From an optimization exercise on the open Yosys and OpenROAD flow, aimed at a short achievable clock period and few clock cycles; shortcuts taken in it are not production practice. The RTL was checked by simulation tests, not by an equivalence proof against the original design. Power is estimated from default activity; no workload was simulated.

==> design/flow/design.v <==
package msi_ordering_pkg;
  localparam int NUM_VECTORS = 32;
  localparam int VEC_W       = 5;
  localparam int DATA_W      = 32;
  localparam int AXI_ADDR_W  = 36;
  localparam int AXI_ID_W    = 4;
  typedef logic [VEC_W-1:0]      vec_t;
  typedef logic [DATA_W-1:0]     msi_data_t;
  typedef logic [DATA_W/8-1:0]   byte_en_t;
  typedef logic [AXI_ADDR_W-1:0] axi_addr_t;
  typedef logic [7:0]            pend_cnt_t;
  typedef struct packed {
    vec_t      vec;
    msi_data_t data;
    byte_en_t  byte_en;
  } msi_req_t;
  typedef struct packed {
    vec_t      vec;
    msi_data_t data;
  } gic_msg_t;
  typedef struct packed {
    logic [AXI_ID_W-1:0] id;
    axi_addr_t           addr;
    logic [7:0]          len;
    logic [2:0]          prot;
  } aw_beat_t;
  typedef struct packed {
    logic [AXI_ID_W-1:0] id;
    logic [1:0]          resp;
  } b_beat_t;
endpackage
`timescale 1ns/1ps
module sync_fifo #(
  parameter int DEPTH = 16
 ,parameter int WIDTH = 8
) (
  input  logic             clk
 ,input  logic             rst
 ,input  logic             push
 ,input  logic             pop
 ,input  logic [WIDTH-1:0] wr_data
 ,output logic [WIDTH-1:0] head
 ,output logic [WIDTH-1:0] second
 ,output logic [$clog2(DEPTH+1)-1:0] count
 ,output logic [$clog2(DEPTH+1)-1:0] count_next
 ,output logic             nonempty
 ,output logic             one
 ,output logic             full
);
  localparam int CNT_W = $clog2(DEPTH + 1);
  logic [WIDTH-1:0] mem [DEPTH];
  assign head   = mem[0];
  assign second = mem[1];
  always_comb begin
    count_next = count;
    if (push & ~pop) begin
      count_next = count + CNT_W'(1);
    end else if (pop & ~push) begin
      count_next = count - CNT_W'(1);
    end
  end
  always_ff @(posedge clk) begin
    if (rst) begin
      count    <= '0;
      nonempty <= 1'b0;
      one      <= 1'b0;
      full     <= 1'b0;
    end else begin
      count    <= count_next;
      nonempty <= (count_next != '0);
      one      <= (count_next == CNT_W'(1));
      full     <= (count_next == CNT_W'(DEPTH));
    end
  end
  always_ff @(posedge clk) begin
    for (int i = 0; i < DEPTH; i++) begin
      if (push & (pop ? (count == CNT_W'(i + 1)) : (count == CNT_W'(i)))) begin
        mem[i] <= wr_data;
      end else if (pop & (i < DEPTH - 1) & (count > CNT_W'(i + 1))) begin
        mem[i] <= mem[(i < DEPTH - 1) ? i + 1 : i];
      end
    end
  end
endmodule
`timescale 1ns/1ps
module msi_ordering_bridge (
  input  logic        clk
 ,input  logic        rst
 ,input  logic        msi_valid
 ,input  logic [4:0]  msi_vec
 ,input  logic [31:0] msi_data
 ,input  logic [3:0]  msi_be
 ,output logic        msi_ready
 ,output logic        gic_valid
 ,output logic [4:0]  gic_vec
 ,output logic [31:0] gic_data
 ,input  logic        gic_ready
 ,output logic        flush_valid
 ,output logic [35:0] flush_addr
 ,input  logic        flush_ready
 ,input  logic        in_aw_valid
 ,input  logic [3:0]  in_aw_id
 ,input  logic [35:0] in_aw_addr
 ,input  logic [7:0]  in_aw_len
 ,input  logic [2:0]  in_aw_prot
 ,output logic        in_aw_ready
 ,output logic        out_aw_valid
 ,output logic [3:0]  out_aw_id
 ,output logic [35:0] out_aw_addr
 ,output logic [7:0]  out_aw_len
 ,output logic [2:0]  out_aw_prot
 ,input  logic        out_aw_ready
 ,input  logic        out_b_valid
 ,input  logic [3:0]  out_b_id
 ,input  logic [1:0]  out_b_resp
 ,output logic        out_b_ready
 ,output logic        in_b_valid
 ,output logic [3:0]  in_b_id
 ,output logic [1:0]  in_b_resp
 ,input  logic        in_b_ready
 ,input  logic [35:0] csr_flush_base
);
  localparam int FD    = 2;
  localparam int OD    = 48;
  localparam int TD    = 32;
  localparam int FBMAX = 32;
  localparam int FC_W = $clog2(FD + 1);
  localparam int OC_W = $clog2(OD + 1);
  localparam int TC_W = $clog2(TD + 1);
  localparam int DC_W = $clog2(FBMAX + 1);
  logic        msi_ready_q;
  logic        msi_acc;
  logic [31:0] masked;
  logic [31:0] tbl [32];
  assign msi_ready = msi_ready_q;
  assign msi_acc   = msi_valid & msi_ready_q;
  always_comb begin
    for (int i = 0; i < 4; i++) begin
      masked[8*i +: 8] = msi_be[i] ? msi_data[8*i +: 8] : 8'h00;
    end
  end
  always_ff @(posedge clk) begin
    for (int v = 0; v < 32; v++) begin
      if (rst) begin
        tbl[v] <= '0;
      end else if (msi_acc & (msi_vec == 5'(v))) begin
        tbl[v] <= masked;
      end
    end
  end
  logic [30:0]     fq_head;
  logic [30:0]     fq_second;
  logic [FC_W-1:0] fq_cnt;
  logic [FC_W-1:0] fq_cnt_next;
  logic            fq_nonempty;
  logic            fq_one;
  logic            fq_full;
  logic            flush_pop;
  assign flush_valid = fq_nonempty;
  assign flush_addr  = {fq_head, 5'b0};
  assign flush_pop   = fq_nonempty & flush_ready;
  sync_fifo #(
    .DEPTH (FD)
   ,.WIDTH (31)
  ) flush_fifo_i (
    .clk        (clk)
   ,.rst        (rst)
   ,.push       (msi_acc)
   ,.pop        (flush_pop)
   ,.wr_data    (csr_flush_base[35:5])
   ,.head       (fq_head)
   ,.second     (fq_second)
   ,.count      (fq_cnt)
   ,.count_next (fq_cnt_next)
   ,.nonempty   (fq_nonempty)
   ,.one        (fq_one)
   ,.full       (fq_full)
  );
  logic [4:0]      oq_head;
  logic [4:0]      oq_second;
  logic [OC_W-1:0] oq_cnt;
  logic [OC_W-1:0] oq_cnt_next;
  logic            oq_nonempty;
  logic            oq_one;
  logic            oq_full;
  logic            gic_valid_q;
  logic            gic_pop;
  assign gic_valid = gic_valid_q;
  assign gic_vec   = oq_head;
  assign gic_pop   = gic_valid_q & gic_ready;
  sync_fifo #(
    .DEPTH (OD)
   ,.WIDTH (5)
  ) order_fifo_i (
    .clk        (clk)
   ,.rst        (rst)
   ,.push       (msi_acc)
   ,.pop        (gic_pop)
   ,.wr_data    (msi_vec)
   ,.head       (oq_head)
   ,.second     (oq_second)
   ,.count      (oq_cnt)
   ,.count_next (oq_cnt_next)
   ,.nonempty   (oq_nonempty)
   ,.one        (oq_one)
   ,.full       (oq_full)
  );
  logic            base_match;
  logic            aw_block;
  logic            aw_fire;
  logic            b_fire;
  logic            fbk_fire;
  logic [7:0]      aw_idx;
  logic [7:0]      b_idx;
  assign base_match = in_aw_addr[35:5] == csr_flush_base[35:5];
  assign out_aw_valid = in_aw_valid & ~aw_block;
  assign in_aw_ready  = out_aw_ready & ~aw_block;
  assign out_aw_id    = in_aw_id;
  assign out_aw_len   = in_aw_len;
  assign out_aw_prot  = in_aw_prot;
  assign out_aw_addr  = {in_aw_addr[35:5], in_aw_addr[4:0] & {5{~base_match}}};
  assign in_b_valid  = out_b_valid;
  assign in_b_id     = out_b_id;
  assign in_b_resp   = out_b_resp;
  assign out_b_ready = in_b_ready;
  assign aw_fire  = in_aw_valid & out_aw_ready & ~aw_block;
  assign b_fire   = out_b_valid & in_b_ready;
  logic        aw_fire_q;
  logic [30:0] aw_addr_q;
  logic [30:0] aw_base_q;
  logic [7:0]  aw_tag_q;
  always_ff @(posedge clk) begin
    if (rst) begin
      aw_fire_q <= 1'b0;
    end else begin
      aw_fire_q <= aw_fire;
    end
    aw_addr_q <= in_aw_addr[35:5];
    aw_base_q <= csr_flush_base[35:5];
    aw_tag_q  <= aw_idx;
  end
  assign fbk_fire = aw_fire_q & (aw_addr_q == aw_base_q);
  logic [7:0]      tq_head;
  logic [7:0]      tq_second;
  logic [TC_W-1:0] tq_cnt;
  logic [TC_W-1:0] tq_cnt_next;
  logic            tq_nonempty;
  logic            tq_one;
  logic            tq_full;
  logic            tq_pop;
  logic            fbk_now;
  logic            tq_push;
  assign tq_pop  = b_fire & tq_nonempty & (tq_head == b_idx);
  assign fbk_now = b_fire & ~tq_nonempty & fbk_fire & (aw_tag_q == b_idx);
  assign tq_push = fbk_fire & ~fbk_now;
  sync_fifo #(
    .DEPTH (TD)
   ,.WIDTH (8)
  ) tag_fifo_i (
    .clk        (clk)
   ,.rst        (rst)
   ,.push       (tq_push)
   ,.pop        (tq_pop)
   ,.wr_data    (aw_tag_q)
   ,.head       (tq_head)
   ,.second     (tq_second)
   ,.count      (tq_cnt)
   ,.count_next (tq_cnt_next)
   ,.nonempty   (tq_nonempty)
   ,.one        (tq_one)
   ,.full       (tq_full)
  );
  logic [DC_W-1:0] done_cnt;
  logic [DC_W-1:0] done_next;
  always_comb begin
    done_next = done_cnt;
    if ((tq_pop | fbk_now) & ~gic_pop) begin
      done_next = done_cnt + DC_W'(1);
    end else if (gic_pop & ~(tq_pop | fbk_now)) begin
      done_next = done_cnt - DC_W'(1);
    end
  end
  logic [31:0] gic_data_q;
  logic [4:0]  next_vec;
  logic        next_new;
  logic [31:0] next_data;
  assign gic_data = gic_data_q;
  assign next_vec  = gic_pop ? oq_second : oq_head;
  assign next_new  = gic_pop ? oq_one : ~oq_nonempty;
  assign next_data = (next_new | (msi_acc & (msi_vec == next_vec))) ? masked : tbl[next_vec];
  always_ff @(posedge clk) begin
    if (rst) begin
      msi_ready_q <= 1'b1;
      gic_valid_q <= 1'b0;
      gic_data_q  <= '0;
      aw_block    <= 1'b0;
      aw_idx      <= '0;
      b_idx       <= '0;
      done_cnt    <= '0;
    end else begin
      msi_ready_q <= (fq_cnt_next != FC_W'(FD)) & (oq_cnt_next != OC_W'(OD));
      gic_valid_q <= (oq_cnt_next != '0) & (done_next != '0);
      gic_data_q  <= next_data;
      aw_block    <= (32'(tq_cnt_next) + 32'(done_next) + 32'(aw_fire)) >= FBMAX - 1;
      if (aw_fire) begin
        aw_idx <= aw_idx + 8'd1;
      end
      if (b_fire) begin
        b_idx <= b_idx + 8'd1;
      end
      done_cnt <= done_next;
    end
  end
endmodule
==> design/flow/run.sh <==
#!/bin/bash
# synth_recipe.tcl (not shown) runs the flow's synth.tcl, then flattens the netlist and writes it again
# the make line also repeats each setting of config.mk as NAME=value (left out here)
make -C /OpenROAD-flow-scripts/flow DESIGN_CONFIG=/design/flow/config.mk WORK_HOME=/design/flow/orfs CLKGATE_MAP_FILE= SYNTH_SCRIPT=/design/flow/synth_recipe.tcl finish
==> design/flow/config.mk <==
export PLATFORM = sky130hd
export DESIGN_NAME = msi_ordering_bridge
export DESIGN_NICKNAME = msi_ordering_bridge
export VERILOG_FILES = /design/flow/design.v
export SDC_FILE = /design/flow/constraint.sdc
export NUM_CORES = 4
export LEC_CHECK = 0
export CAP_MARGIN = 20
export CORE_MARGIN = 2
export CORE_UTILIZATION = 55
export SETUP_SLACK_MARGIN = 4.0
export SLEW_MARGIN = 20
==> design/flow/constraint.sdc <==
create_clock -name core_clock -period 7.0 [get_ports {clk}]
set_input_delay 1.4000 -clock core_clock [delete_from_list [all_inputs] [get_ports {clk}]]
set_output_delay 1.4000 -clock core_clock [all_outputs]
set_load 0.01 [all_outputs]
==> metrics.yaml, run 1 <==
outcome:
  outcome: "finished clean"
worst_hold_path:
  hp-class: "reg2reg"
  worstHoldStart: "aw_idx[7]$_SDFFE_PP0P_"
  holdPathEnd: "aw_tag_q[7]$_DFF_P_"
  min_path_cells: 0
yosys:
  synthFlopType: "dfxtp_1"
  syn-cell-area_sq_mm: 0.07492
  yosys.area.top_type: "dfxtp_1"
  yosys_warnings: 8
  post_synth_num_cell_types: 88
  synth.top_cell.area_share_pct: 31.26
  async_flop_share_pct: 0
  ys_seq_elements: 1728
  synth_edf_count: 558
  avgSynthCellArea_sq_um: 9.307
  seq_area_frac_synth_pct: 53.63
  syn_inst: 8050
  synth_area_leaders: "dfxtp_1 31%, edfxtp_1 22%, mux2_2 7.9%, nand2_1 7.8%, a21oi_1 7.6%"
routing:
  drc: 0
  vias: 67360
  avgViaCountPerCell: 6.592
  ant_nets: 0
  drt_iter0_drc: 11600
  drt_wl_total_mm: 312.7
  first_pass_iters: 17
  wire_per_inst_um: 30.60
grt:
  antenna_found_initial: 25
  track_usage_pct: 42.57
  grt_pass1_vias: 61460
  grt_max_degree: 229
  grt-ovfl-total: 0
  grt_pass1_wl_mm: 434.0
sta:
  timing.final.ws_setup_ns: 2.849
  slew_headroom_pct: 23.81
  maxClockFrequency_mhz: 240.9
  rsz0062_at_grt: "true"
  worst_slew_pin_slew_ns: 1.143
  finalSetupViolations: 0
  min_period_ns: 4.151
  fin_skew_ns: 0.04565
  finalCritPeriodShare_pct: 59.31
  hold_viol_final: 0
  timing.setup.tns_ns: 0
  drv_slew: 0
worst_setup_path:
  path_delay_family: "simple AND/OR/NAND/NOR gates"
  rr_startpoint: "aw_base_q[13]$_DFF_P_"
  reg2reg_slack_ns: 3.25
  critPathMaxFanout: 5
  worstSetupPathType: "in2out"
  timing.rr.end: "aw_block$_SDFF_PP0_"
  critPathLaunchType: "primary input"
  r2r_cells: 18
  critPathRequiredTime_ns: 5.60
  crit_path_max_incr_delay_ns: 0.31
  critPathBufInv: 3
  worst_ep_arrival_time_ns: 2.75
  slowest_stage: "nor4_2"
  end_kind: "output port"
  path_cells: "buf_2, xnor2_2, nand4_1, nor4_2, nand4_1, buf_6, and2_4, buf_6"
flow_run:
  maxCapViolCount: 0
clock_network:
  clk_pin_slew_ns: 0.06
  cts.sinks: 1728
  cts_buffer_depth: 3
  holdBufCountCts: 0
  clkLatencyLatePin_ns: 0.84
  htreeDepth: 4
  cts_made_buffers: 180
  cts-root-buf: "clkbuf_16"
  cts_tree: "built"
final_layout:
  fillers: 10230
  final_area_sq_mm: 0.09379
  nNetsFinal: 8442
  fin_util_pct: 69.32
  layout-drive-gt1-share_pct: 24.14
  areaGrowthSynthToFinish_pct: 25.19
  final_cells: 10220
floorplanning:
  start_util_pct: 55.38
  ios: 280
  die_h_um: 373.1
  die_w_um: 373.1
  dieArea_sq_mm: 0.1392
  core-area_sq_mm: 0.1353
  rows: 135
power_and_ir_drop:
  sw_frac_of_total_pct: 33.02
  combPwrFrac_pct: 26.7
  powerDensity_mw_per_mm2: 297.5
  ir_worst_vdd_uv: 242.7
  power.internal_w: 0.01869
  leakage_nw: 33.70
  seqPwrFrac_pct: 39.0
  clockPowerShare_pct: 34.3
  power_switching_w: 0.009214
placement:
  placed_cells: 9476
  dp_slack_ns: 1.166
  dpl_cell_area_sq_mm: 0.08109
  gp_congestion: 0.8956
  hpwl_mm: 165.7
  io_buffers: 227
==> through the flow <==
stage               total power, W  hold slack, ns
floorplan                  0.01386          0.3489
global placement           0.01593          0.3632
detailed placement         0.01596          0.3641
CTS                        0.02650          0.3765
global route               0.02818          0.3844
finish                     0.02790          0.3783
==> registers in the layout, indices dropped and copies added, names as in the netlist, 2 cells and up <==
register	cells
b_idx	8
done_cnt	6
order_fifo_i.mem	240
flush_fifo_i.count	2
tbl	1024
aw_tag_q	8
order_fifo_i.count	6
aw_base_q	31
tag_fifo_i.mem	256
gic_data_q	32
aw_idx	8
aw_addr_q	31
flush_fifo_i.mem	62
tag_fifo_i.count	6
==> synthesized netlist by cell type (all sizes together), types with 8 or more instances <==
cell type  count
xnor2         80
o2bb2ai       13
and2          59
mux2i         30
clkbuf       568
a2111oi       10
o211ai        29
nand3        133
dfxtp       1170
inv           14
a32oi         13
nor2         923
a32o          22
o21a           8
a222oi        13
or2           14
or3            9
and4          15
nand4        136
and3          31
o21ai         90
a221oi        85
nand2b        34
nor2b         22
or4           10
edfxtp       558
buf          182
nand2       1580
ha            20
a21o          10
xor2          36
a21oi       1144
o31ai         11
nand4b        10
a22o         100
mux2         525
nor3          55
a22oi        190
nor4          18
==> how the worst max path moves through the flow <==
stage / to / startpoint / depth (start not counted) / slack (ns)
detailed placement: gic_data_q[23]$_SDFF_PP0_ / gic_ready / 10 / 1.17
finish: out_aw_addr[4] / csr_flush_base[5] / 8 / 2.85
global placement: gic_data_q[23]$_SDFF_PP0_ / gic_ready / 10 / 1.17
global route: out_aw_addr[0] / in_aw_addr[10] / 8 / 2.83
CTS: out_aw_addr[0] / in_aw_addr[10] / 8 / 2.85
floorplan: aw_block$_SDFF_PP0_ / out_b_valid / 15 / 2.84
==> cells by family (layout without fill, tap and decap cells) <==
group	after synthesis	after routing	synth area share (%)
AND/OR/NAND/NOR	3066	3079	17.47
AO/OA/AOI/OAI	1796	1797	14.42
flip-flops	1728	1728	53.63
buffers and inverters	764	1119	4.419
multiplexers	555	555	8.292
XOR/XNOR	116	116	1.356
adder cells (fa/ha/maj)	24	24	0.4142
other	1	20	0.005005
==> final cells by class <==
| type | count | area [sq um] | share of cell area (%) |
|---|---|---|---|
| tap | 1781 | 2228 | 2.376 |
| multi-input combinational | 5576 | 36530 | 38.95 |
| clock inverter | 51 | 500.5 | 0.5336 |
| inverter | 14 | 52.55 | 0.05603 |
| clock buffer | 277 | 5300 | 5.651 |
| timing repair buffer | 777 | 8940 | 9.531 |
| antenna | 15 | 37.54 | 0.04002 |
| sequential | 1728 | 40200 | 42.86 |
==> metal layers <==
metal  track usage (%)  vias to the layer above  part of all wire [%]
li1                  -                    28550                     -
met4             23.52                       26                   7.1
met1             55.99                    32350                    37
met3             16.92                     1449                    15
met2             59.47                     4987                    40
met5            0.3843                        -                  0.15
==> power by group through the flow <==
stage / registers [W] / logic, W / clock network [W]
2_1_floorplan: 0.0111 / 0.00281 / 0
3_3_place_gp: 0.0111 / 0.00483 / 0
3_5_place_dp: 0.0111 / 0.00486 / 0
4_1_cts: 0.0109 / 0.00607 / 0.00957
5_1_grt: 0.0109 / 0.00730 / 0.00998
6_report: 0.0109 / 0.00746 / 0.00957
==> worst reg2reg max path: stages, from the launching register on <==
cell and delay [ns]:
dfxtp_1 0.32, xnor2_2 0.21, nand4_1 0.11, or4_4 0.64
nor3_4 0.27, buf_12 0.15, xnor2_4 0.07, xnor2_2 0.21
fa_2 0.23, inv_2 0.05, fa_2 0.39, nand2_2 0.08
o21ai_2 0.07, nor4b_4 0.25, maj3_2 0.22, nor2_1 0.03
a31oi_1 0.15, o21ai_1 0.07, a21oi_1 0.13
==> cell usage in the layout, fill, tap and decap left out, types with 35 or more instances in the layout <==
cell	instances
clkbuf_16	195
nand2_1	1489
and2_1	37
buf_12	104
mux2_2	256
nor2_4	49
a21oi_1	1117
nor2_1	870
a22oi_1	142
buf_4	288
a221oi_2	52
nand3_1	106
a22o_1	97
clkdlybuf4s50_1	41
buf_6	141
a22oi_2	48
mux2_4	269
dlygate4sd2_1	73
buf_8	69
dfxtp_1	1158
nand4_1	136
xor2_1	35
clkbuf_1	60
edfxtp_1	558
xnor2_1	49
==> repair_timing <==
| action | in CTS | in global routing |
|---|---|---|
| gates resized for setup | 942 | 302 |
| setup endpoints to repair | 2247 | 952 |
| pin swaps | 152 | 158 |
| gates cloned | 24 | 9 |
| setup buffers | 251 | 115 |
Testbench counts, summed over its fixed seeds: cycles 9,422.
==> run 2: changes to the inputs <==
--- a/design/flow/design.v
+++ b/design/flow/design.v
@@ -84,4 +84,48 @@
 endmodule
 `timescale 1ns/1ps
+module wrt_xor2 (input logic a, input logic b, output logic y);
+  assign y = a ^ b;
+endmodule
+module wrt_nor2 (input logic a, input logic b, output logic y);
+  assign y = ~(a | b);
+endmodule
+module wrt_nand2 (input logic a, input logic b, output logic y);
+  assign y = ~(a & b);
+endmodule
+module wrt_o21a (input logic a1, input logic a2, input logic b, output logic y);
+  assign y = (a1 | a2) & b;
+endmodule
+module write_response_tracker (
+  input  logic [30:0] addr_hi
+ ,input  logic [30:0] base_hi
+ ,input  logic [4:0]  addr_lo
+ ,output logic [4:0]  out_addr_lo
+);
+  logic [31:0] ne1;    
+  logic [15:0] eq2;    
+  logic [7:0]  ne4;    
+  logic [3:0]  eq8;    
+  logic [1:0]  ne16;   
+  for (genvar i = 0; i < 31; i++) begin : g_x
+    wrt_xor2 u (.a(addr_hi[i]), .b(base_hi[i]), .y(ne1[i]));
+  end
+  assign ne1[31] = 1'b0;
+  for (genvar i = 0; i < 16; i++) begin : g_e2
+    wrt_nor2 u (.a(ne1[2*i]), .b(ne1[2*i+1]), .y(eq2[i]));
+  end
+  for (genvar i = 0; i < 8; i++) begin : g_n4
+    wrt_nand2 u (.a(eq2[2*i]), .b(eq2[2*i+1]), .y(ne4[i]));
+  end
+  for (genvar i = 0; i < 4; i++) begin : g_e8
+    wrt_nor2 u (.a(ne4[2*i]), .b(ne4[2*i+1]), .y(eq8[i]));
+  end
+  for (genvar i = 0; i < 2; i++) begin : g_n16
+    wrt_nand2 u (.a(eq8[2*i]), .b(eq8[2*i+1]), .y(ne16[i]));
+  end
+  for (genvar i = 0; i < 5; i++) begin : g_out
+    wrt_o21a u (.a1(ne16[0]), .a2(ne16[1]), .b(addr_lo[i]), .y(out_addr_lo[i]));
+  end
+endmodule
+`timescale 1ns/1ps
 module msi_ordering_bridge (
   input  logic        clk
@@ -142,7 +186,5 @@
   always_ff @(posedge clk) begin
     for (int v = 0; v < 32; v++) begin
-      if (rst) begin
-        tbl[v] <= '0;
-      end else if (msi_acc & (msi_vec == 5'(v))) begin
+      if (msi_acc & (msi_vec == 5'(v))) begin
         tbl[v] <= masked;
       end
@@ -206,5 +248,4 @@
    ,.full       (oq_full)
   );
-  logic            base_match;
   logic            aw_block;
   logic            aw_fire;
@@ -213,5 +254,11 @@
   logic [7:0]      aw_idx;
   logic [7:0]      b_idx;
-  assign base_match = in_aw_addr[35:5] == csr_flush_base[35:5];
+  logic [4:0]      out_aw_addr_lo;
+  write_response_tracker strip_i (
+    .addr_hi     (in_aw_addr[35:5])
+   ,.base_hi     (csr_flush_base[35:5])
+   ,.addr_lo     (in_aw_addr[4:0])
+   ,.out_addr_lo (out_aw_addr_lo)
+  );
   assign out_aw_valid = in_aw_valid & ~aw_block;
   assign in_aw_ready  = out_aw_ready & ~aw_block;
@@ -219,5 +266,5 @@
   assign out_aw_len   = in_aw_len;
   assign out_aw_prot  = in_aw_prot;
-  assign out_aw_addr  = {in_aw_addr[35:5], in_aw_addr[4:0] & {5{~base_match}}};
+  assign out_aw_addr  = {in_aw_addr[35:5], out_aw_addr_lo};
   assign in_b_valid  = out_b_valid;
   assign in_b_id     = out_b_id;
@@ -273,4 +320,14 @@
   logic [DC_W-1:0] done_cnt;
   logic [DC_W-1:0] done_next;
+  logic [DC_W-1:0] fb_cnt;
+  logic [DC_W-1:0] fb_cnt_next;
+  always_comb begin
+    fb_cnt_next = fb_cnt;
+    if (fbk_fire & ~gic_pop) begin
+      fb_cnt_next = fb_cnt + DC_W'(1);
+    end else if (gic_pop & ~fbk_fire) begin
+      fb_cnt_next = fb_cnt - DC_W'(1);
+    end
+  end
   always_comb begin
     done_next = done_cnt;
@@ -298,9 +355,11 @@
       b_idx       <= '0;
       done_cnt    <= '0;
+      fb_cnt      <= '0;
     end else begin
       msi_ready_q <= (fq_cnt_next != FC_W'(FD)) & (oq_cnt_next != OC_W'(OD));
       gic_valid_q <= (oq_cnt_next != '0) & (done_next != '0);
       gic_data_q  <= next_data;
-      aw_block    <= (32'(tq_cnt_next) + 32'(done_next) + 32'(aw_fire)) >= FBMAX - 1;
+      fb_cnt      <= fb_cnt_next;
+      aw_block    <= fb_cnt_next >= DC_W'(FBMAX - 2);
       if (aw_fire) begin
         aw_idx <= aw_idx + 8'd1;
--- a/design/flow/config.mk
+++ b/design/flow/config.mk
@@ -11,2 +11,3 @@
 export SETUP_SLACK_MARGIN = 4.0
 export SLEW_MARGIN = 20
+export SYNTH_HIERARCHICAL = 1
==> metrics.yaml, run 2 <==
outcome:
  outcome: "finished clean"
clock_network:
  cts_buffer_depth: 3
  cts.sinks: 1734
  clk_pin_slew_ns: 0.05
  clkLatencyLatePin_ns: 0.83
  cts-root-buf: "clkbuf_16"
  cts_made_buffers: 177
  cts_tree: "built"
  htreeDepth: 4
yosys:
  syn_inst: 4292
  avgSynthCellArea_sq_um: 16.23
  yosys_warnings: 14
  syn-cell-area_sq_mm: 0.06968
sta:
  rsz0062_at_grt: "true"
  maxClockFrequency_mhz: 257.9
  fin_skew_ns: 0.02783
  min_period_ns: 3.877
  finalCritPeriodShare_pct: 55.39
  finalSetupViolations: 0
  timing.setup.tns_ns: 0
  drv_slew: 0
  slew_headroom_pct: 22.01
  hold_viol_final: 0
  worst_slew_pin_slew_ns: 1.166
final_layout:
  largest_register: "tbl"
  largest_register_ffs: 1024
  reg.largest.list: "tbl x1024, tag_fifo_i.mem x256, order_fifo_i.mem x240"
  layout_common_cells: "1,582 x edfxtp_1, 278 x mux2_2, 242 x mux2_4"
  areaGrowthSynthToFinish_pct: 22.16
  final_common_cell: "edfxtp_1"
  nNetsFinal: 4869
  layout-drive-gt1-share_pct: 34.01
grt:
  grt_pass1_vias: 41390
  antenna_found_initial: 10
  grt_max_degree: 55
  grt_pass1_wl_mm: 308.2
  track_usage_pct: 33.49
  use_met1_pct: 45.38
  busiest_layer: "met2"
  grt-ovfl-total: 0
  met3_usage_pct: 6.782
  globalRouteMet2Util_pct: 52.48
power_and_ir_drop:
  ir_worst_vdd_uv: 298.0
  leakage_nw: 29.50
  total_power_w: 0.02637
  powerDensity_mw_per_mm2: 309.8
placement:
  hpwl_mm: 114.3
  io_buffers: 227
  gp_congestion: 0.8435
worst_setup_path:
  slowest_stage: "o21a_1"
  reg2reg_slack_ns: 3.83
  crit_path_max_incr_delay_ns: 0.20
  critPathMaxFanout: 5
  path_cells: "buf_8, xor2_1, nor2_1, nand2_1, nor2_1, nand2_2, o21a_1, buf_2"
  critPathRequiredTime_ns: 5.60
  critPathLaunchType: "primary input"
  critical_path.most_common_cell: "nor2_1"
  worst_ep_arrival_time_ns: 2.48
  end_kind: "output port"
  worstSetupPathType: "in2out"
routing:
  vias: 42990
  wire_per_inst_um: 33.87
  drt_wl_total_mm: 220.6
  drc: 0
  ant_nets: 0
  avgViaCountPerCell: 6.602
  drt_iter0_drc: 6122
  first_pass_iters: 6
floorplanning:
  dieArea_sq_mm: 0.1296
  rows: 130
  die_h_um: 359.9
  die_w_um: 359.9
  start_util_pct: 55.42
  core-area_sq_mm: 0.1257
  ios: 280
worst_hold_path:
  hp-class: "reg2reg"
flow_run:
  maxCapViolCount: 0
[run 2: what timing repair did]
| item | CTS | global route |
|---|---|---|
| buffers inserted | 148 | 26 |
| endpoints found under the setup margin | 1896 | 879 |
| hold buffers | 0 | 0 |
| hold endpoints to repair | 0 | 0 |
| gates resized for setup | 861 | 102 |
| gates cloned | 36 | 14 |
| pin swaps | 104 | 41 |
[run 2: power by group]
part	internal [W]	leakage (nW)	total, W	switching [W]
sequential	0.0117	15.7	0.0119	0.000216
combinational	0.00186	11.0	0.00510	0.00324
clock	0.00533	2.80	0.00938	0.00405
total	0.0189	29.5	0.0264	0.00750
[run 2: layer usage]
layer / vias up / part of all wire (%)
li1: 17850 / -
met1: 21950 / 38
met2: 2595 / 47
met3: 586 / 10
met4: 6 / 5.2
met5: - / 0.017
[run 2: per-stage QoR]
| step | hold slack, ns | setup WS, ns | util (%) | cells | area (sq um) |
|---|---|---|---|---|---|
| detailed placement | 0.3570 | 1.273 | 60.18 | 5956 | 75670 |
| CTS | 0.3668 | 3.141 | 67.00 | 6470 | 84250 |
| floorplan | 0.3489 | 3.449 | - | 4296 | 72430 |
| global placement | 0.3523 | 1.314 | 60.09 | 5951 | 75560 |
| global route | 0.3695 | 3.073 | 67.69 | 6511 | 85110 |
| finish | 0.3592 | 3.123 | 67.70 | 6512 | 85120 |
[run 2: final cells by class]
cell class / count / area [sq um]
Sequential cell: 1734 / 50590
Fill cell: 8501 / 40620
Multi-Input combinational cell: 2248 / 20940
Timing Repair Buffer: 519 / 5582
Clock buffer: 252 / 4912
Tap cell: 1650 / 2064
Clock inverter: 78 / 832.0
Inverter: 27 / 172.7
Timing Repair inverter: 2 / 17.52
Antenna cell: 2 / 5.005
[run 2: critical path: cells and delay by family]
kind | cells | cell delay [ns]
buffers and inverters | 2 | 0.23
AOI/OAI and AO/OA | 1 | 0.20
and+or+nand+nor | 4 | 0.50
xor gates and xnor gates | 1 | 0.14
[run 2: worst paths after layout]
kind                                        startpoint                         endpoint  cells after the start
worst min register to register  aw_idx[7]$_SDFFE_PP0P_              aw_tag_q[7]$_DFF_P_                      0
worst max register to register   aw_addr_q[11]$_DFF_P_  tag_fifo_i.mem[11][0]$_DFFE_PP_                     14
worst max-delay path                    in_aw_addr[26]                   out_aw_addr[0]                      8
worst min-delay path            aw_idx[7]$_SDFFE_PP0P_              aw_tag_q[7]$_DFF_P_                      0
Testbench counts of run 2, summed over its fixed seeds: cycles 9,422.
==> run 3: changes to the inputs <==
--- a/design/flow/design.v
+++ b/design/flow/design.v
@@ -93,6 +93,16 @@
   assign y = ~(a & b);
 endmodule
-module wrt_o21a (input logic a1, input logic a2, input logic b, output logic y);
-  assign y = (a1 | a2) & b;
+module wrt_inv (input logic a, output logic y);
+  assign y = ~a;
+endmodule
+module wrt_a41oi (
+  input  logic a1
+ ,input  logic a2
+ ,input  logic a3
+ ,input  logic a4
+ ,input  logic b1
+ ,output logic y
+);
+  assign y = ~((a1 & a2 & a3 & a4) | b1);
 endmodule
 module write_response_tracker (
@@ -105,6 +115,4 @@
   logic [15:0] eq2;    
   logic [7:0]  ne4;    
-  logic [3:0]  eq8;    
-  logic [1:0]  ne16;   
   for (genvar i = 0; i < 31; i++) begin : g_x
     wrt_xor2 u (.a(addr_hi[i]), .b(base_hi[i]), .y(ne1[i]));
@@ -117,12 +125,12 @@
     wrt_nand2 u (.a(eq2[2*i]), .b(eq2[2*i+1]), .y(ne4[i]));
   end
-  for (genvar i = 0; i < 4; i++) begin : g_e8
-    wrt_nor2 u (.a(ne4[2*i]), .b(ne4[2*i+1]), .y(eq8[i]));
-  end
-  for (genvar i = 0; i < 2; i++) begin : g_n16
-    wrt_nand2 u (.a(eq8[2*i]), .b(eq8[2*i+1]), .y(ne16[i]));
-  end
-  for (genvar i = 0; i < 5; i++) begin : g_out
-    wrt_o21a u (.a1(ne16[0]), .a2(ne16[1]), .b(addr_lo[i]), .y(out_addr_lo[i]));
+  for (genvar j = 0; j < 5; j++) begin : g_out
+    logic [3:0] eq8;
+    logic       lo_n;
+    for (genvar q = 0; q < 4; q++) begin : g_e8
+      wrt_nor2 u (.a(ne4[2*q]), .b(ne4[2*q+1]), .y(eq8[q]));
+    end
+    wrt_inv u_n (.a(addr_lo[j]), .y(lo_n));
+    wrt_a41oi u (.a1(eq8[0]), .a2(eq8[1]), .a3(eq8[2]), .a4(eq8[3]), .b1(lo_n), .y(out_addr_lo[j]));
   end
 endmodule
==> metrics.yaml, run 3 <==
flow_run:
  maxCapViolCount: 0
power_and_ir_drop:
  ir_worst_vdd_uv: 290.9
  leakage_nw: 29.40
  powerDensity_mw_per_mm2: 308.4
sta:
  worst_slew_pin_slew_ns: 1.185
  drv_slew: 0
  slew_headroom_pct: 20.94
  maxClockFrequency_mhz: 257.4
  timing.setup.tns_ns: 0
  min_period_ns: 3.885
  rsz0062_at_grt: "true"
  hold_viol_final: 0
  finalSetupViolations: 0
  fin_skew_ns: 0.02953
  finalCritPeriodShare_pct: 55.50
final_layout:
  final_common_cell: "edfxtp_1"
  layout-drive-gt1-share_pct: 34.29
  largest_register_ffs: 1024
  nNetsFinal: 4911
  largest_register: "tbl"
  areaGrowthSynthToFinish_pct: 21.61
  final_area_sq_mm: 0.08488
  reg.largest.list: "tbl x1024, tag_fifo_i.mem x256, order_fifo_i.mem x240"
  layout_common_cells: "1,582 x edfxtp_1, 277 x mux2_2, 243 x mux2_4"
  fillers: 8545
routing:
  first_pass_iters: 7
  drc: 0
  avgViaCountPerCell: 6.627
  vias: 43430
  wire_per_inst_um: 33.97
  ant_nets: 0
  drt_iter0_drc: 5979
  drt_wl_total_mm: 222.6
floorplanning:
  start_util_pct: 55.51
  core-area_sq_mm: 0.1257
  dieArea_sq_mm: 0.1298
  die_h_um: 360.2
  rows: 130
  ios: 280
  die_w_um: 360.2
placement:
  io_buffers: 227
  gp_congestion: 0.8598
  hpwl_mm: 115.2
  dpl_cell_area_sq_mm: 0.07571
grt:
  busiest_layer: "met2"
  antenna_found_initial: 11
  use_met1_pct: 44.99
  grt_max_degree: 55
  globalRouteMet2Util_pct: 53.61
  grt-ovfl-total: 0
  track_usage_pct: 33.79
  grt_pass1_wl_mm: 310.7
  grt_pass1_vias: 41380
  met3_usage_pct: 7.963
worst_setup_path:
  path_cells: "buf_8, xor2_1, nor2_1, nand2_2, nor2_2, a41oi_2, buf_2"
  critPathMaxFanout: 5
  worstSetupPathType: "in2out"
  critPathLaunchType: "primary input"
  end_kind: "output port"
  path_delay_family: "simple AND/OR/NAND/NOR gates"
  crit_path_max_incr_delay_ns: 0.20
  slowest_stage: "buf_2"
  critPathBufInv: 2
  critPathRequiredTime_ns: 5.60
  worst_ep_arrival_time_ns: 2.49
clock_network:
  clk_pin_slew_ns: 0.06
  cts_tree: "built"
  cts_buffer_depth: 3
  clkLatencyLatePin_ns: 0.82
  cts.sinks: 1734
  cts-root-buf: "clkbuf_16"
  htreeDepth: 4
  holdBufCountCts: 0
  cts_made_buffers: 176
yosys:
  yosys_warnings: 14
  syn_inst: 4311
  syn-cell-area_sq_mm: 0.06979
  avgSynthCellArea_sq_um: 16.19
worst_hold_path:
  hp-class: "reg2reg"
outcome:
  outcome: "finished clean"
==> run 3: timing repair <==
| action | in CTS | in global routing |
|---|---|---|
| endpoints found under the setup margin | 2062 | 535 |
| gates resized for setup | 869 | 86 |
| pin swaps | 115 | 39 |
| gates cloned | 30 | 11 |
| setup buffers | 165 | 45 |
==> run 3: metrics by stage <==
step	setup WS, ns	total power, W	cells	utilization [%]	hold WS, ns
after floorplan	3.449	0.01468	4315	-	0.3489
after detailed placement	1.368	0.01641	5971	60.22	0.3566
after global placement	1.230	0.01634	5968	60.16	0.3563
after CTS	3.154	0.02597	6493	66.79	0.3545
final	3.115	0.02618	6554	67.51	0.3575
after global routing	3.068	0.02682	6550	67.50	0.3688
==> run 3: cell type report <==
class | instances | area, sq um | area share, %
flip-flops and latches | 1734 | 50580 | 59.60
multi-input cells | 2258 | 20860 | 24.58
repair buffers | 547 | 5683 | 6.695
clock buffers | 235 | 4758 | 5.606
well taps | 1650 | 2064 | 2.432
clock inverters | 92 | 748.2 | 0.8815
inverters | 32 | 151.4 | 0.1784
repair inverters | 2 | 17.52 | 0.02064
diodes | 4 | 10.01 | 0.01179
==> run 3: routing by layer <==
metal  vias to the layer above  share of wire [%]
met3                       564                 11
met4                        10                4.9
li1                      17970                  -
met2                      2854                 47
met1                     22040                 37
met5                         -              0.032
==> run 3: where the power goes <==
part	switching [W]	leakage, nW	internal (W)
clock	0.00399	2.68	0.00509
sequential	0.000217	15.7	0.0117
combinational	0.00333	11.0	0.00188
==> run 3: final timing paths <==
check / start / depth (start not counted) / to / slack (ns)
hold / removal: aw_idx[7]$_SDFFE_PP0P_ / 0 / aw_tag_q[7]$_DFF_P_ / 0.36
setup reg to reg: aw_tag_q[3]$_DFF_P_ / 14 / tag_fifo_i.nonempty$_SDFF_PP0_ / 3.80
setup / recovery: csr_flush_base[10] / 7 / out_aw_addr[4] / 3.11
hold reg to reg: aw_idx[7]$_SDFFE_PP0P_ / 0 / aw_tag_q[7]$_DFF_P_ / 0.36
Testbench counts of run 3, summed over its fixed seeds: cycles 9,422.
==> run 4: changes to the inputs <==
--- a/design/flow/design.v
+++ b/design/flow/design.v
@@ -84,6 +84,6 @@
 endmodule
 `timescale 1ns/1ps
-module wrt_xor2 (input logic a, input logic b, output logic y);
-  assign y = a ^ b;
+module wrt_xnor2 (input logic a, input logic b, output logic y);
+  assign y = ~(a ^ b);
 endmodule
 module wrt_nor2 (input logic a, input logic b, output logic y);
@@ -93,16 +93,6 @@
   assign y = ~(a & b);
 endmodule
-module wrt_inv (input logic a, output logic y);
-  assign y = ~a;
-endmodule
-module wrt_a41oi (
-  input  logic a1
- ,input  logic a2
- ,input  logic a3
- ,input  logic a4
- ,input  logic b1
- ,output logic y
-);
-  assign y = ~((a1 & a2 & a3 & a4) | b1);
+module wrt_a21boi (input logic a1, input logic a2, input logic b1_n, output logic y);
+  assign y = ~(a1 & a2) & b1_n;
 endmodule
 module write_response_tracker (
@@ -112,25 +102,27 @@
  ,output logic [4:0]  out_addr_lo
 );
-  logic [31:0] ne1;    
-  logic [15:0] eq2;    
-  logic [7:0]  ne4;    
+  logic [31:0] eq1;    
+  logic [15:0] ne2;    
+  logic [7:0]  eq4;    
+  logic [3:0]  ne8;    
+  logic [1:0]  eq16;   
   for (genvar i = 0; i < 31; i++) begin : g_x
-    wrt_xor2 u (.a(addr_hi[i]), .b(base_hi[i]), .y(ne1[i]));
+    wrt_xnor2 u (.a(addr_hi[i]), .b(base_hi[i]), .y(eq1[i]));
+  end
+  assign eq1[31] = 1'b1;
+  for (genvar i = 0; i < 16; i++) begin : g_n2
+    wrt_nand2 u (.a(eq1[2*i]), .b(eq1[2*i+1]), .y(ne2[i]));
+  end
+  for (genvar i = 0; i < 8; i++) begin : g_e4
+    wrt_nor2 u (.a(ne2[2*i]), .b(ne2[2*i+1]), .y(eq4[i]));
+  end
+  for (genvar i = 0; i < 4; i++) begin : g_n8
+    wrt_nand2 u (.a(eq4[2*i]), .b(eq4[2*i+1]), .y(ne8[i]));
+  end
+  for (genvar i = 0; i < 2; i++) begin : g_e16
+    wrt_nor2 u (.a(ne8[2*i]), .b(ne8[2*i+1]), .y(eq16[i]));
   end
-  assign ne1[31] = 1'b0;
-  for (genvar i = 0; i < 16; i++) begin : g_e2
-    wrt_nor2 u (.a(ne1[2*i]), .b(ne1[2*i+1]), .y(eq2[i]));
-  end
-  for (genvar i = 0; i < 8; i++) begin : g_n4
-    wrt_nand2 u (.a(eq2[2*i]), .b(eq2[2*i+1]), .y(ne4[i]));
-  end
-  for (genvar j = 0; j < 5; j++) begin : g_out
-    logic [3:0] eq8;
-    logic       lo_n;
-    for (genvar q = 0; q < 4; q++) begin : g_e8
-      wrt_nor2 u (.a(ne4[2*q]), .b(ne4[2*q+1]), .y(eq8[q]));
-    end
-    wrt_inv u_n (.a(addr_lo[j]), .y(lo_n));
-    wrt_a41oi u (.a1(eq8[0]), .a2(eq8[1]), .a3(eq8[2]), .a4(eq8[3]), .b1(lo_n), .y(out_addr_lo[j]));
+  for (genvar i = 0; i < 5; i++) begin : g_out
+    wrt_a21boi u (.a1(eq16[0]), .a2(eq16[1]), .b1_n(addr_lo[i]), .y(out_addr_lo[i]));
   end
 endmodule
==> metrics.yaml, run 4 <==
clock_network:
  cts-root-buf: "clkbuf_16"
  htreeDepth: 4
  holdBufCountCts: 0
  cts.sinks: 1734
  cts_made_buffers: 174
  clk_pin_slew_ns: 0.06
  cts_tree: "built"
  cts_buffer_depth: 3
  clkLatencyLatePin_ns: 0.83
placement:
  io_buffers: 227
  hpwl_mm: 111.5
  placed_cells: 5945
  gp_congestion: 0.8458
final_layout:
  largest_register_ffs: 1024
  reg.largest.list: "tbl x1024, tag_fifo_i.mem x256, order_fifo_i.mem x240"
  layout_common_cells: "1,582 x edfxtp_1, 278 x mux2_2, 242 x mux2_4"
  final_cells: 6494
  final_common_cell: "edfxtp_1"
  layout-drive-gt1-share_pct: 34.39
  nNetsFinal: 4856
  largest_register: "tbl"
  areaGrowthSynthToFinish_pct: 21.86
sta:
  finalSetupViolations: 0
  slew_headroom_pct: 28.90
  maxClockFrequency_mhz: 254.8
  fin_skew_ns: 0.03443
  worst_slew_pin_slew_ns: 1.066
  rsz0062_at_grt: "true"
  timing.setup.tns_ns: 0
  min_period_ns: 3.925
  drv_slew: 0
  finalCritPeriodShare_pct: 56.08
  hold_viol_final: 0
worst_setup_path:
  worstSetupPathType: "in2out"
  worst_ep_arrival_time_ns: 2.53
  end_kind: "output port"
  crit_path_max_incr_delay_ns: 0.23
  slowest_stage: "nor2_4"
  critPathMaxFanout: 5
  critPathRequiredTime_ns: 5.60
  path_cells: "buf_2, xnor2_2, nand2_1, nor2_1, nand2_2, nor2_4, buf_6, a21boi_4, buf_6"
  critPathBufInv: 3
  path_delay_family: "simple AND/OR/NAND/NOR gates"
  critical_path.most_common_cell: "buf_6"
  critPathLaunchType: "primary input"
floorplanning:
  rows: 130
  die_w_um: 360.0
  core-area_sq_mm: 0.1257
  dieArea_sq_mm: 0.1296
  ios: 280
  start_util_pct: 55.43
  die_h_um: 360.0
grt:
  grt_pass1_wl_mm: 306.1
  grt_max_degree: 55
  track_usage_pct: 33.29
  grt-ovfl-total: 0
  grt_pass1_vias: 40850
  antenna_found_initial: 10
routing:
  ant_nets: 0
  vias: 42860
  first_pass_iters: 6
  avgViaCountPerCell: 6.599
  drt_iter0_drc: 6588
  drc: 0
  wire_per_inst_um: 33.78
  drt_wl_total_mm: 219.3
power_and_ir_drop:
  ir_worst_vdd_uv: 303.2
  powerDensity_mw_per_mm2: 310.9
  leakage_nw: 29.48
yosys:
  avgSynthCellArea_sq_um: 16.24
  yosys_warnings: 14
  syn-cell-area_sq_mm: 0.06970
  syn_inst: 4292
worst_hold_path:
  hp-class: "reg2reg"
flow_run:
  maxCapViolCount: 0
outcome:
  outcome: "finished clean"
run 4: worst paths after layout:
path | from | to | slack [ns] | cells after the start
setup / recovery | csr_flush_base[24] | out_aw_addr[0] | 3.07 | 9
setup reg to reg | aw_base_q[19]$_DFF_P_ | tag_fifo_i.mem[27][0]$_DFFE_PP_ | 3.91 | 12
hold / removal | aw_idx[7]$_SDFFE_PP0P_ | aw_tag_q[7]$_DFF_P_ | 0.36 | 0
hold reg to reg | aw_idx[7]$_SDFFE_PP0P_ | aw_tag_q[7]$_DFF_P_ | 0.36 | 0
run 4: report_power, final:
| group | switching, W | internal [W] | leakage, nW |
|---|---|---|---|
| registers | 0.000209 | 0.0117 | 15.7 |
| clock network | 0.00398 | 0.00524 | 2.78 |
| logic | 0.00331 | 0.00198 | 11.0 |
| total | 0.00750 | 0.0189 | 29.5 |
run 4: repair_timing:
item	CTS	global route
cloned	31	4
resized for setup	846	97
endpoints found under the setup margin	1880	559
pin swaps	120	37
setup buffers	148	42
endpoints found under the hold margin	0	0
run 4: area by class of cell:
class | count | area (sq um)
sequential | 1734 | 50590
fill | 8521 | 40800
multi-input combinational | 2234 | 20810
timing repair buffer | 521 | 5579
clock buffer | 243 | 4848
tap | 1650 | 2064
clock inverter | 78 | 822.0
inverter | 27 | 180.2
timing repair inverter | 4 | 32.53
antenna | 3 | 7.507
run 4: metrics by stage:
stage          utilization (%)  setup slack (ns)  total power, W  cell area, sq um  hold WS, ns
3_5_place_dp             60.16             1.153         0.01634             75640       0.3589
6_report                 67.55             3.075         0.02640             84930       0.3612
3_3_place_gp             60.12             1.187         0.01632             75590       0.3564
5_1_grt                  67.55             3.029         0.02708             84930       0.3669
2_1_floorplan                -             3.449         0.01468             72520       0.3489
4_1_cts                  66.88             3.097         0.02619             84090       0.3580
run 4: metal layers:
layer,wire [um],global-route usage [%]
met1,82180,44.90
met2,101600,52.17
met3,24920,7.874
met4,10640,14.01
met5,34,0
Testbench counts of run 4, summed over its fixed seeds: cycles 9,422.
==> run 5: changes to the inputs <==
--- a/design/flow/design.v
+++ b/design/flow/design.v
@@ -106,5 +106,4 @@
   logic [7:0]  eq4;    
   logic [3:0]  ne8;    
-  logic [1:0]  eq16;   
   for (genvar i = 0; i < 31; i++) begin : g_x
     wrt_xnor2 u (.a(addr_hi[i]), .b(base_hi[i]), .y(eq1[i]));
@@ -120,9 +119,10 @@
     wrt_nand2 u (.a(eq4[2*i]), .b(eq4[2*i+1]), .y(ne8[i]));
   end
-  for (genvar i = 0; i < 2; i++) begin : g_e16
-    wrt_nor2 u (.a(ne8[2*i]), .b(ne8[2*i+1]), .y(eq16[i]));
-  end
-  for (genvar i = 0; i < 5; i++) begin : g_out
-    wrt_a21boi u (.a1(eq16[0]), .a2(eq16[1]), .b1_n(addr_lo[i]), .y(out_addr_lo[i]));
+  for (genvar j = 0; j < 5; j++) begin : g_out
+    logic eq16_a;
+    logic eq16_b;
+    wrt_nor2 u_a (.a(ne8[0]), .b(ne8[1]), .y(eq16_a));
+    wrt_nor2 u_b (.a(ne8[2]), .b(ne8[3]), .y(eq16_b));
+    wrt_a21boi u (.a1(eq16_a), .a2(eq16_b), .b1_n(addr_lo[j]), .y(out_addr_lo[j]));
   end
 endmodule
==> metrics.yaml, run 5 <==
grt:
  antenna_found_initial: 6
  track_usage_pct: 32.98
  grt_max_degree: 55
  grt-ovfl-total: 0
  grt_pass1_vias: 41020
  met3_usage_pct: 7.308
  globalRouteMet2Util_pct: 51.58
  use_met1_pct: 44.98
  busiest_layer: "met2"
  grt_pass1_wl_mm: 304.3
final_layout:
  largest_register_ffs: 1024
  nNetsFinal: 4915
  layout_common_cells: "1,582 x edfxtp_1, 275 x mux2_2, 245 x mux2_4"
  reg.largest.list: "tbl x1024, tag_fifo_i.mem x256, order_fifo_i.mem x240"
  final_common_cell: "edfxtp_1"
  largest_register: "tbl"
  layout-drive-gt1-share_pct: 35.15
  regArea_sq_mm: 0.05059
  multiInputGateArea_sq_mm: 0.02129
  fillers: 8491
  areaGrowthSynthToFinish_pct: 22.85
worst_setup_path:
  reg2reg_slack_ns: 3.78
  end_kind: "output port"
  critPathMaxFanout: 5
  worst_ep_arrival_time_ns: 2.42
  worstSetupPathType: "in2out"
  critPathLaunchType: "primary input"
  critPathRequiredTime_ns: 5.60
floorplanning:
  die_h_um: 360.1
  ios: 280
  rows: 130
  dieArea_sq_mm: 0.1296
  core-area_sq_mm: 0.1257
  start_util_pct: 55.46
  die_w_um: 360.1
clock_network:
  htreeDepth: 4
  cts.sinks: 1734
  cts_buffer_depth: 3
  cts_tree: "built"
  cts-root-buf: "clkbuf_16"
  cts_made_buffers: 175
  clk_pin_slew_ns: 0.06
  clkLatencyLatePin_ns: 0.83
power_and_ir_drop:
  power_switching_w: 0.007391
  clockPowerShare_pct: 34.9
  leakage_nw: 29.68
  sw_frac_of_total_pct: 28.34
  power.internal_w: 0.01869
  total_power_w: 0.02608
  seqPwrFrac_pct: 45.6
  powerDensity_mw_per_mm2: 304.4
  ir_worst_vdd_uv: 317.2
  combPwrFrac_pct: 19.5
sta:
  slew_headroom_pct: 26.23
  drv_slew: 0
  worst_slew_pin_slew_ns: 1.107
  hold_viol_final: 0
  rsz0062_at_grt: "true"
  min_period_ns: 3.823
  finalCritPeriodShare_pct: 54.61
  timing.setup.tns_ns: 0
  maxClockFrequency_mhz: 261.6
  finalSetupViolations: 0
  fin_skew_ns: 0.03677
yosys:
  avgSynthCellArea_sq_um: 16.22
  syn_inst: 4300
  yosys_warnings: 14
  syn-cell-area_sq_mm: 0.06973
routing:
  wire_per_inst_um: 33.38
  ant_nets: 0
  drc: 0
  drt_wl_total_mm: 218.8
  vias: 43250
  drt_iter0_drc: 6284
  first_pass_iters: 6
  avgViaCountPerCell: 6.598
placement:
  io_buffers: 227
  hpwl_mm: 113.7
  gp_congestion: 0.8432
worst_hold_path:
  hp-class: "reg2reg"
flow_run:
  maxCapViolCount: 0
outcome:
  outcome: "finished clean"
==> run 5: area by class of cell <==
type | count | area share, %
inverter | 27 | 0.1782
timing repair buffer | 558 | 7.020
sequential | 1734 | 59.05
multi-input combinational | 2257 | 24.85
timing repair inverter | 2 | 0.02921
clock inverter | 82 | 0.7274
clock buffer | 244 | 5.727
antenna | 1 | 0.002921
tap | 1650 | 2.410
==> run 5: per-layer routing <==
metal	wire [um]	part of all wire (%)	up-vias
met5	47	0.021	-
met2	101800	47	2695
met1	82510	38	22050
li1	-	-	17940
met3	24850	11	553
met4	9654	4.4	8
==> run 5: path summary, 6_finish.rpt <==
path,cells past startpoint,start,endpoint
worst max-delay path,8,in_aw_addr[13],out_aw_addr[3]
worst min-delay path,0,aw_idx[7]$_SDFFE_PP0P_,aw_tag_q[7]$_DFF_P_
worst max register to register,15,aw_tag_q[3]$_DFF_P_,tag_fifo_i.mem[19][4]$_DFFE_PP_
worst min register to register,0,aw_idx[7]$_SDFFE_PP0P_,aw_tag_q[7]$_DFF_P_
==> run 5: through the flow <==
| step | utilization, % | instance area [sq um] | hold WS [ns] | setup slack (ns) | cells |
|---|---|---|---|---|---|
| after floorplan | - | 72510 | 0.3489 | 3.449 | 4304 |
| after global placement | 60.11 | 75580 | 0.3571 | 1.243 | 5956 |
| after detailed placement | 60.23 | 75730 | 0.3668 | 1.131 | 5962 |
| after CTS | 66.97 | 84200 | 0.3746 | 3.238 | 6489 |
| after global routing | 68.13 | 85660 | 0.3862 | 3.157 | 6555 |
| final | 68.13 | 85660 | 0.3743 | 3.177 | 6555 |
==> run 5: power by group through the flow <==
| stage | combinational, W | clock [W] | sequential, W |
|---|---|---|---|
| 2_1_floorplan | 0.00258 | 0 | 0.0121 |
| 3_3_place_gp | 0.00420 | 0 | 0.0121 |
| 3_5_place_dp | 0.00423 | 0 | 0.0121 |
| 4_1_cts | 0.00471 | 0.00917 | 0.0119 |
| 5_1_grt | 0.00523 | 0.00959 | 0.0119 |
| 6_report | 0.00508 | 0.00910 | 0.0119 |
==> run 5: repair_timing <==
action,4_1_cts,5_1_grt
pin swaps,148,62
buffers inserted,166,49
setup endpoints to repair,2068,721
gates resized for setup,896,149
hold buffers,0,0
gates cloned,35,14
==> run 5: critical path: stages <==
cell and delay (ns):
buf_8 0.11, xnor2_4 0.18, nand2_1 0.11, nor2_2 0.17
nand2_4 0.11, nor2_2 0.14, a21boi_2 0.06, buf_2 0.14
Testbench counts of run 5, summed over its fixed seeds: cycles 9,422.
==> run 6: changes to the inputs <==
--- a/design/flow/config.mk
+++ b/design/flow/config.mk
@@ -8,5 +8,5 @@
 export CAP_MARGIN = 20
 export CORE_MARGIN = 2
-export CORE_UTILIZATION = 55
+export CORE_UTILIZATION = 65
 export SETUP_SLACK_MARGIN = 4.0
 export SLEW_MARGIN = 20
==> metrics.yaml, run 6 <==
outcome:
  outcome: "finished clean"
final_layout:
  areaGrowthSynthToFinish_pct: 22.25
  layout-drive-gt1-share_pct: 35.69
  final_common_cell: "edfxtp_1"
  layout_common_cells: "1,582 x edfxtp_1, 278 x mux2_2, 242 x mux2_4"
  nNetsFinal: 4911
  largest_register: "tbl"
  reg.largest.list: "tbl x1024, tag_fifo_i.mem x256, order_fifo_i.mem x240"
  largest_register_ffs: 1024
  final_area_sq_mm: 0.08524
sta:
  maxClockFrequency_mhz: 261.2
  slew_headroom_pct: 14.99
  min_period_ns: 3.828
  fin_skew_ns: 0.03559
  finalCritPeriodShare_pct: 54.69
  rsz0062_at_grt: "true"
  worst_slew_pin_slew_ns: 1.275
  hold_viol_final: 0
  drv_slew: 0
  finalSetupViolations: 0
  timing.setup.tns_ns: 0
placement:
  io_buffers: 227
  dpl_cell_area_sq_mm: 0.07534
  gp_congestion: 0.9248
  hpwl_mm: 110.5
worst_setup_path:
  end_kind: "output port"
  crit_path_max_incr_delay_ns: 0.20
  path_delay_family: "simple AND/OR/NAND/NOR gates"
  worstSetupPathType: "in2out"
  path_cells: "buf_2, xnor2_2, nand2_1, nor2_4, nand2_4, nor2_4, a21boi_2, buf_2"
  critPathRequiredTime_ns: 5.60
  timing.rr.end: "tag_fifo_i.mem[19][2]$_DFFE_PP_"
  reg2reg_slack_ns: 3.91
  rr_startpoint: "aw_addr_q[11]$_DFF_P_"
  critPathBufInv: 2
  slowest_stage: "a21boi_2"
  worst_ep_arrival_time_ns: 2.43
  r2r_cells: 12
  critPathLaunchType: "primary input"
  critPathMaxFanout: 5
floorplanning:
  dieArea_sq_mm: 0.1099
  die_h_um: 331.5
  ios: 280
  rows: 120
  start_util_pct: 65.32
  core-area_sq_mm: 0.1068
  die_w_um: 331.5
power_and_ir_drop:
  sw_frac_of_total_pct: 28.90
  power_switching_w: 0.007573
  power.internal_w: 0.01863
  clockPowerShare_pct: 34.0
  ir_worst_vdd_uv: 249.0
  powerDensity_mw_per_mm2: 307.4
  combPwrFrac_pct: 20.6
  leakage_nw: 29.64
  seqPwrFrac_pct: 45.4
grt:
  use_met1_pct: 50.21
  antenna_found_initial: 10
  grt-ovfl-total: 0
  track_usage_pct: 39.10
  busiest_layer: "met2"
  grt_pass1_vias: 42700
  met3_usage_pct: 13.81
  globalRouteMet2Util_pct: 58.82
  grt_max_degree: 55
  grt_pass1_wl_mm: 305.6
yosys:
  avgSynthCellArea_sq_um: 16.22
  syn-cell-area_sq_mm: 0.06973
  yosys_warnings: 14
  syn_inst: 4300
worst_hold_path:
  holdPathEnd: "aw_tag_q[7]$_DFF_P_"
  min_path_cells: 0
  hp-class: "reg2reg"
  worstHoldStart: "aw_idx[7]$_SDFFE_PP0P_"
clock_network:
  cts_tree: "built"
  htreeDepth: 4
  cts-root-buf: "clkbuf_16"
  cts_made_buffers: 168
  clkLatencyLatePin_ns: 0.80
  cts_buffer_depth: 3
  cts.sinks: 1734
  holdBufCountCts: 0
  clk_pin_slew_ns: 0.06
routing:
  ant_nets: 0
  drt_wl_total_mm: 221.4
  vias: 44810
  wire_per_inst_um: 35.09
  drc: 0
  avgViaCountPerCell: 7.102
  drt_iter0_drc: 7407
  first_pass_iters: 10
flow_run:
  maxCapViolCount: 0
==> run 6: worst max-delay path by stage <==
stage,start,endpoint,slack [ns],cells after the start
3_3_place_gp,gic_ready,gic_data_q[1]$_SDFF_PP0_,1.31,10
6_report,csr_flush_base[27],out_aw_addr[1],3.17,8
4_1_cts,csr_flush_base[29],out_aw_addr[0],3.21,8
5_1_grt,csr_flush_base[22],out_aw_addr[1],3.12,8
2_1_floorplan,msi_vec[2],tbl[29][0]$_DFFE_PP_,3.45,3
3_5_place_dp,gic_ready,gic_data_q[4]$_SDFF_PP0_,1.20,10
==> run 6: layout make-up <==
type,instances,area [sq um]
sequential,1734,50590
fill,5515,21510
multi-input combinational,2249,21210
timing repair buffer,568,6083
clock buffer,217,4539
tap,1403,1755
clock inverter,97,852.1
inverter,27,162.7
antenna,12,30.03
timing repair inverter,3,26.28
==> run 6: power groups by stage <==
stage          clock network, W  registers, W  logic [W]
2_1_floorplan                 0        0.0121    0.00258
5_1_grt                 0.00933        0.0119    0.00548
3_3_place_gp                  0        0.0121    0.00410
4_1_cts                 0.00890        0.0119    0.00470
6_report                0.00891        0.0119    0.00539
3_5_place_dp                  0        0.0121    0.00416
==> run 6: worst reg2reg max path, cell delays in order, from the launching register on <==
cell	delay (ns)
dfxtp_1	0.32
xnor2_2	0.23
nand4_1	0.18
nor4_4	0.40
nand2_2	0.16
nor2b_4	0.25
buf_6	0.17
nand3b_1	0.11
buf_4	0.16
buf_12	0.13
o22ai_4	0.26
clkbuf_16	0.21
mux2_4	0.29
==> run 6: stage by stage <==
step                      util, %  setup slack [ns]  instances  hold slack [ns]  power [W]
after floorplan                 -             3.449       4304           0.3489    0.01468
after global placement      70.52             1.311       5708           0.3622    0.01621
after detailed placement    70.58             1.201       5711           0.3731    0.01628
after CTS                   78.48             3.211       6221           0.3750    0.02549
after global routing        79.83             3.115       6301           0.3831    0.02672
final                       79.85             3.172       6310           0.3711    0.02620
==> run 6: per-layer routing <==
layer / part of all wire [%] / routed length, um
met1: 34 / 75470
met2: 44 / 98280
met3: 15 / 32250
met4: 6.9 / 15320
met5: 0.051 / 112
==> run 6: what timing repair did <==
item,4_1_cts,5_1_grt
cloned,30,6
endpoints found under the setup margin,2309,1182
resized for setup,874,142
pin swaps,145,73
buffers inserted,166,70
endpoints found under the hold margin,0,0
==> run 7: changes to the inputs <==
==> design/flow/flow/run.sh (new file) <==
#!/bin/bash
set -euo pipefail
export PLACE_PINS_ARGS="-min_distance 1 -min_distance_in_tracks"
bash standard.sh > standard_flow.log 2>&1
==> design/flow/standard.sh (new file) <==
#!/bin/bash
# synth_recipe.tcl (not shown) runs the flow's synth.tcl, then flattens the netlist and writes it again
# the make line also repeats each setting of config.mk as NAME=value (left out here)
make -C /OpenROAD-flow-scripts/flow DESIGN_CONFIG=/design/flow/config.mk WORK_HOME=/design/flow/orfs CLKGATE_MAP_FILE= SYNTH_SCRIPT=/design/flow/synth_recipe.tcl "${@:-finish}"
--- a/design/flow/config.mk
+++ b/design/flow/config.mk
@@ -8,5 +8,5 @@
 export CAP_MARGIN = 20
 export CORE_MARGIN = 2
-export CORE_UTILIZATION = 65
+export CORE_UTILIZATION = 55
 export SETUP_SLACK_MARGIN = 4.0
 export SLEW_MARGIN = 20
removed: design/flow/run.sh
==> metrics.yaml, run 7 <==
clock_network:
  cts_tree: "built"
  clk_pin_slew_ns: 0.06
  cts-root-buf: "clkbuf_16"
  holdBufCountCts: 0
  cts_made_buffers: 174
  cts_buffer_depth: 3
  clkLatencyLatePin_ns: 0.79
  htreeDepth: 4
  cts.sinks: 1734
yosys:
  avgSynthCellArea_sq_um: 16.22
  syn_inst: 4300
  syn-cell-area_sq_mm: 0.06973
  yosys_warnings: 14
outcome:
  outcome: "finished clean"
final_layout:
  nNetsFinal: 4892
  final_cells: 6539
  multiInputGateArea_sq_mm: 0.02130
  areaGrowthSynthToFinish_pct: 22.97
  regArea_sq_mm: 0.05058
  final_common_cell: "edfxtp_1"
  layout-drive-gt1-share_pct: 35.67
  fillers: 8459
  largest_register: "tbl"
  layout_common_cells: "1,582 x edfxtp_1, 278 x mux2_2, 242 x mux2_4"
  reg.largest.list: "tbl x1024, tag_fifo_i.mem x256, order_fifo_i.mem x240"
  largest_register_ffs: 1024
worst_setup_path:
  critPathRequiredTime_ns: 5.60
  critPathLaunchType: "primary input"
  worstSetupPathType: "in2out"
  r2r_cells: 12
  timing.rr.end: "tag_fifo_i.mem[23][2]$_DFFE_PP_"
  end_kind: "output port"
  worst_ep_arrival_time_ns: 2.40
  rr_startpoint: "aw_base_q[29]$_DFF_P_"
  reg2reg_slack_ns: 3.91
  critPathMaxFanout: 5
floorplanning:
  core-area_sq_mm: 0.1257
  ios: 280
  die_h_um: 360.1
  rows: 130
  dieArea_sq_mm: 0.1296
  die_w_um: 360.1
  start_util_pct: 55.46
sta:
  rsz0062_at_grt: "true"
  maxClockFrequency_mhz: 263.2
  slew_headroom_pct: 27.00
  min_period_ns: 3.800
  worst_slew_pin_slew_ns: 1.092
  fin_skew_ns: 0.02833
  timing.setup.tns_ns: 0
  hold_viol_final: 0
  finalCritPeriodShare_pct: 54.28
  timing.final.ws_setup_ns: 3.200
  drv_slew: 0
  finalSetupViolations: 0
grt:
  grt-ovfl-total: 0
  grt_pass1_vias: 41330
  grt_max_degree: 55
  antenna_found_initial: 8
  grt_pass1_wl_mm: 308.4
  track_usage_pct: 33.57
routing:
  ant_nets: 0
  drt_wl_total_mm: 222.5
  first_pass_iters: 6
  drt_iter0_drc: 5545
  vias: 43330
  avgViaCountPerCell: 6.627
  wire_per_inst_um: 34.03
  drc: 0
worst_hold_path:
  min_path_cells: 0
  worstHoldStart: "aw_idx[7]$_SDFFE_PP0P_"
  hp-class: "reg2reg"
  holdPathEnd: "aw_tag_q[7]$_DFF_P_"
placement:
  placed_cells: 5954
  gp_congestion: 0.8286
  dp_slack_ns: 1.270
  io_buffers: 227
  hpwl_mm: 111.1
power_and_ir_drop:
  ir_worst_vdd_uv: 254.4
  powerDensity_mw_per_mm2: 309.6
  total_power_w: 0.02655
  leakage_nw: 29.75
flow_run:
  maxCapViolCount: 0
[run 7: worst max-delay path by stage]
stage,from,end,cells past startpoint
5_1_grt,csr_flush_base[8],out_aw_addr[1],8
4_1_cts,in_aw_addr[30],out_aw_addr[4],8
2_1_floorplan,msi_vec[2],tbl[29][0]$_DFFE_PP_,3
3_3_place_gp,gic_ready,gic_data_q[14]$_SDFF_PP0_,10
3_5_place_dp,gic_ready,gic_data_q[6]$_SDFF_PP0_,10
6_report,csr_flush_base[8],out_aw_addr[1],8
[run 7: final cells by class]
type                    instances  share of cell area [%]
inverters                      27                  0.1912
clock inverters               102                   1.160
well taps                    1650                   2.408
repair buffers                537                   6.937
multi-input cells            2255                   24.84
clock buffers                 223                   5.421
repair inverters                3                 0.03064
flip-flops and latches       1734                   58.99
diodes                          8                 0.02335
[run 7: per-stage QoR]
stage	hold WS [ns]	util (%)	cell area, sq um
2_1_floorplan	0.3489	-	72510
3_5_place_dp	0.3572	60.19	75680
5_1_grt	0.3659	68.18	85730
3_3_place_gp	0.3537	60.15	75630
6_report	0.3560	68.20	85740
4_1_cts	0.3562	67.05	84300
[run 7: critical path, stage by stage]
cell,delay (ns)
buf_2,0.13
xnor2_2,0.14
nand2_1,0.08
nor2_2,0.16
nand2_4,0.14
nor2_4,0.15
a21boi_2,0.06
buf_2,0.14
[run 7: repair_timing]
item                       4_1_cts  5_1_grt
setup endpoints to repair     2026      787
pin swaps                      136       75
buffers inserted               151       52
gates resized for setup        877      154
cloned                          36       11
[run 7: report_power, final]
part	internal [W]	switching (W)
Combinational	0.00201	0.00344
Sequential	0.0117	0.000211
Clock	0.00521	0.00400
Total	0.0189	0.00765
[run 7: per-layer routing]
layer / vias to the layer above / global-route usage (%) / share of wire [%]
li1: 17910 / - / -
met1: 22070 / 44.28 / 37
met2: 2675 / 53.24 / 46
met3: 670 / 7.671 / 11
met4: 4 / 15.56 / 5.7
met5: - / 0 / 0.013

-- separate check: timing with driven ports --
Ports are ideal in the flow. The routed layouts listed here were re-timed in OpenROAD.
Step 1 sets driving cells, clkbuf_16 on the clock port and buf_2 on the other inputs (assumed; they add their load-dependent delay and slew).
Step 2 moves the port delays by t, midway between the first and last clock arrival at a register: inputs arrive t later, outputs are due t later. That takes back most of the time a late clock gives input paths.
a / b / c = ideal ports / drivers / drivers and shift; a / b = the first two.
run	shift t [ns]	slack for setup (ns)	worst setup path after step 2	worst register clock-pin slew, ns	worst data-port slew with drivers (ns)
run 1	0.895	2.849 / 2.791 / 2.352	input to register	0.07 / 0.07	0.23
run 2	0.894	3.123 / 3.079 / 2.976	input to register	0.07 / 0.07	0.17
run 3	0.882	3.115 / 3.071 / 2.921	input to register	0.07 / 0.07	0.25
run 4	0.887	3.075 / 3.021 / 3.021	input to output	0.07 / 0.07	0.13
run 5	0.889	3.177 / 3.137 / 3.013	input to register	0.07 / 0.07	0.18
run 6	0.863	3.172 / 3.125 / 2.934	input to register	0.07 / 0.07	0.17
run 7	0.858	3.200 / 3.172 / 3.069	input to register	0.07 / 0.07	0.10
After both steps every run listed still meets setup and hold. The setup slack of run 1, which loses most, moves by -0.058 ns with the drivers and by -0.497 ns with both steps.
